This is an optimization exercise on Yosys and OpenROAD, whose aim is small area and a short achievable clock period, not a production implementation.

==> flow/design.v (excerpt) <==
module imu_fp (
  input  logic        clk,
  input  logic        rst,
  input  logic [31:0] value,
  input  logic [31:0] row,
  output logic [31:0] data
);
==> flow/config.mk <==
export PLATFORM = sky130hd
export DESIGN_NAME = imu_fp
export DESIGN_NICKNAME = imu_fp
export VERILOG_FILES = /design/flow/design.v
export SDC_FILE = /design/flow/constraint.sdc
export NUM_CORES = 4
export LEC_CHECK = 0
export ABC_AREA = 1
export CAP_MARGIN = 20
export CORE_MARGIN = 2
export CORE_UTILIZATION = 60
export CTS_BUF_LIST = sky130_fd_sc_hd__clkbuf_4 sky130_fd_sc_hd__clkbuf_8
export SETUP_SLACK_MARGIN = 4
export SLEW_MARGIN = 20
export SYNTH_HIERARCHICAL = 1
==> flow/constraint.sdc <==
create_clock -name core_clock -period 13.0 [get_ports {clk}]
set_input_delay 2.6000 -clock core_clock [delete_from_list [all_inputs] [get_ports {clk}]]
set_output_delay 2.6000 -clock core_clock [all_outputs]
set_load 0.01 [all_outputs]
standard.sh (not shown) runs the stock make flow with config.mk's settings and CLKGATE_MAP_FILE= SYNTH_SCRIPT=/design/flow/synth_recipe.tcl, a recipe that flattens the netlist after the stock synthesis.
==> flow/flow/run.sh <==
#!/bin/bash
# The standard layout (the standard.sh, unchanged), with the port
# buffers that global placement inserts made plain buffers (buf_2) instead of
# the library's default pick, a delay cell.
set -euo pipefail
export BUFFER_PORTS_ARGS="-buffer_cell sky130_fd_sc_hd__buf_2"
bash standard.sh finish > standard_flow.log 2>&1
Rerun with:
--- a/flow/design.v
+++ b/flow/design.v
@@ -1617,69 +1617,24 @@
   assign tb[43] = s615;
   assign ta[44] = c616;
   assign tb[44] = s617;
   assign ta[45] = c618;
   assign tb[45] = s619;
   assign ta[46] = c620;
   assign tb[46] = s621;
   assign ta[47] = c622;
   assign tb[47] = s623;
-  imu_ha u_h23 (.a(ta[23]), .b(tb[23]), .s(hx[0]), .co(hy[0]));
-  imu_ha u_h24 (.a(ta[24]), .b(tb[24]), .s(hx[1]), .co(hy[1]));
-  imu_ha u_h25 (.a(ta[25]), .b(tb[25]), .s(hx[2]), .co(hy[2]));
-  imu_ha u_h26 (.a(ta[26]), .b(tb[26]), .s(hx[3]), .co(hy[3]));
-  imu_ha u_h27 (.a(ta[27]), .b(tb[27]), .s(hx[4]), .co(hy[4]));
-  imu_ha u_h28 (.a(ta[28]), .b(tb[28]), .s(hx[5]), .co(hy[5]));
-  imu_ha u_h29 (.a(ta[29]), .b(tb[29]), .s(hx[6]), .co(hy[6]));
-  imu_ha u_h30 (.a(ta[30]), .b(tb[30]), .s(hx[7]), .co(hy[7]));
-  imu_ha u_h31 (.a(ta[31]), .b(tb[31]), .s(hx[8]), .co(hy[8]));
-  imu_ha u_h32 (.a(ta[32]), .b(tb[32]), .s(hx[9]), .co(hy[9]));
-  imu_ha u_h33 (.a(ta[33]), .b(tb[33]), .s(hx[10]), .co(hy[10]));
-  imu_ha u_h34 (.a(ta[34]), .b(tb[34]), .s(hx[11]), .co(hy[11]));
-  imu_ha u_h35 (.a(ta[35]), .b(tb[35]), .s(hx[12]), .co(hy[12]));
-  imu_ha u_h36 (.a(ta[36]), .b(tb[36]), .s(hx[13]), .co(hy[13]));
-  imu_ha u_h37 (.a(ta[37]), .b(tb[37]), .s(hx[14]), .co(hy[14]));
-  imu_ha u_h38 (.a(ta[38]), .b(tb[38]), .s(hx[15]), .co(hy[15]));
-  imu_ha u_h39 (.a(ta[39]), .b(tb[39]), .s(hx[16]), .co(hy[16]));
-  imu_ha u_h40 (.a(ta[40]), .b(tb[40]), .s(hx[17]), .co(hy[17]));
-  imu_ha u_h41 (.a(ta[41]), .b(tb[41]), .s(hx[18]), .co(hy[18]));
-  imu_ha u_h42 (.a(ta[42]), .b(tb[42]), .s(hx[19]), .co(hy[19]));
-  imu_ha u_h43 (.a(ta[43]), .b(tb[43]), .s(hx[20]), .co(hy[20]));
-  imu_ha u_h44 (.a(ta[44]), .b(tb[44]), .s(hx[21]), .co(hy[21]));
-  imu_ha u_h45 (.a(ta[45]), .b(tb[45]), .s(hx[22]), .co(hy[22]));
-  imu_ha u_h46 (.a(ta[46]), .b(tb[46]), .s(hx[23]), .co(hy[23]));
-  assign hx[24] = ta[47] ^ tb[47];
+  assign hx = ta[47:23] ^ tb[47:23];
+  assign hy = ta[46:23] & tb[46:23];
   assign ux = hx[24:1];
   assign uy = hy[23:0];
-  imu_ha u_u0 (.a(ux[0]), .b(uy[0]), .s(upp[0]), .co(ug[0]));
-  imu_ha u_u1 (.a(ux[1]), .b(uy[1]), .s(upp[1]), .co(ug[1]));
-  imu_ha u_u2 (.a(ux[2]), .b(uy[2]), .s(upp[2]), .co(ug[2]));
-  imu_ha u_u3 (.a(ux[3]), .b(uy[3]), .s(upp[3]), .co(ug[3]));
-  imu_ha u_u4 (.a(ux[4]), .b(uy[4]), .s(upp[4]), .co(ug[4]));
-  imu_ha u_u5 (.a(ux[5]), .b(uy[5]), .s(upp[5]), .co(ug[5]));
-  imu_ha u_u6 (.a(ux[6]), .b(uy[6]), .s(upp[6]), .co(ug[6]));
-  imu_ha u_u7 (.a(ux[7]), .b(uy[7]), .s(upp[7]), .co(ug[7]));
-  imu_ha u_u8 (.a(ux[8]), .b(uy[8]), .s(upp[8]), .co(ug[8]));
-  imu_ha u_u9 (.a(ux[9]), .b(uy[9]), .s(upp[9]), .co(ug[9]));
-  imu_ha u_u10 (.a(ux[10]), .b(uy[10]), .s(upp[10]), .co(ug[10]));
-  imu_ha u_u11 (.a(ux[11]), .b(uy[11]), .s(upp[11]), .co(ug[11]));
-  imu_ha u_u12 (.a(ux[12]), .b(uy[12]), .s(upp[12]), .co(ug[12]));
-  imu_ha u_u13 (.a(ux[13]), .b(uy[13]), .s(upp[13]), .co(ug[13]));
-  imu_ha u_u14 (.a(ux[14]), .b(uy[14]), .s(upp[14]), .co(ug[14]));
-  imu_ha u_u15 (.a(ux[15]), .b(uy[15]), .s(upp[15]), .co(ug[15]));
-  imu_ha u_u16 (.a(ux[16]), .b(uy[16]), .s(upp[16]), .co(ug[16]));
-  imu_ha u_u17 (.a(ux[17]), .b(uy[17]), .s(upp[17]), .co(ug[17]));
-  imu_ha u_u18 (.a(ux[18]), .b(uy[18]), .s(upp[18]), .co(ug[18]));
-  imu_ha u_u19 (.a(ux[19]), .b(uy[19]), .s(upp[19]), .co(ug[19]));
-  imu_ha u_u20 (.a(ux[20]), .b(uy[20]), .s(upp[20]), .co(ug[20]));
-  imu_ha u_u21 (.a(ux[21]), .b(uy[21]), .s(upp[21]), .co(ug[21]));
-  imu_ha u_u22 (.a(ux[22]), .b(uy[22]), .s(upp[22]), .co(ug[22]));
-  imu_ha u_u23 (.a(ux[23]), .b(uy[23]), .s(upp[23]), .co(ug[23]));
+  assign ug = ux & uy;
+  assign upp = ux ^ uy;
   assign ug625 = ug[1] | (upp[1] & ug[0]);
   assign up626 = upp[1] & upp[0];
   assign ug627 = ug[3] | (upp[3] & ug[2]);
   assign up628 = upp[3] & upp[2];
   assign ug629 = ug[5] | (upp[5] & ug[4]);
   assign up630 = upp[5] & upp[4];
   assign ug631 = ug[7] | (upp[7] & ug[6]);
   assign up632 = upp[7] & upp[6];
   assign ug633 = ug[9] | (upp[9] & ug[8]);
Result: Synthesized cell count decreases by 2.6%; fmax increases by 0.46%; area after synthesis decreases by 0.96%; routed wire length decreases by 2.8%; non-clock buffer count increases by 9; clock-buffer cell count does not change; global-route usage decreases by 0.29 points; sequential share of layout area stays flat; final cell count decreases by 2.1%; utilization decreases by 0.24 points; cell area decreases by 0.92%; worst setup slack gains 0.040 ns; die area decreases by 0.94%.
Function was not checked in any run of this note: the RTL went through the layout flow alone.

==> port drivers added, routing unchanged <==
Ports are ideal in the flow. The routed layouts listed here were re-timed in OpenROAD. Step 1 assumes that a clkbuf_16 drives the clock port and a buf_2 every other input. Step 2 moves the port delays by t, midway between the first and last clock arrival at a register: inputs arrive t later, outputs are due t later. That takes back most of the time a late clock gives input paths. Slacks: ideal ports / drivers / drivers and shift; pairs: ideal ports / drivers.
run | t, ns | setup WS [ns] | clock arrival spread, ns | slew at the worst register clock pin (ns)
the first run | 0.324 | 4.177 / 4.189 / 3.865 | 0.009 / 0.010 | 0.08 / 0.08
the second run | 0.317 | 4.217 / 4.225 / 3.908 | 0.003 / 0.002 | 0.07 / 0.07
After both steps every run listed still meets setup and hold. The setup slack of the first run, which loses most, moves by +0.012 ns with the drivers and by -0.312 ns with both steps.
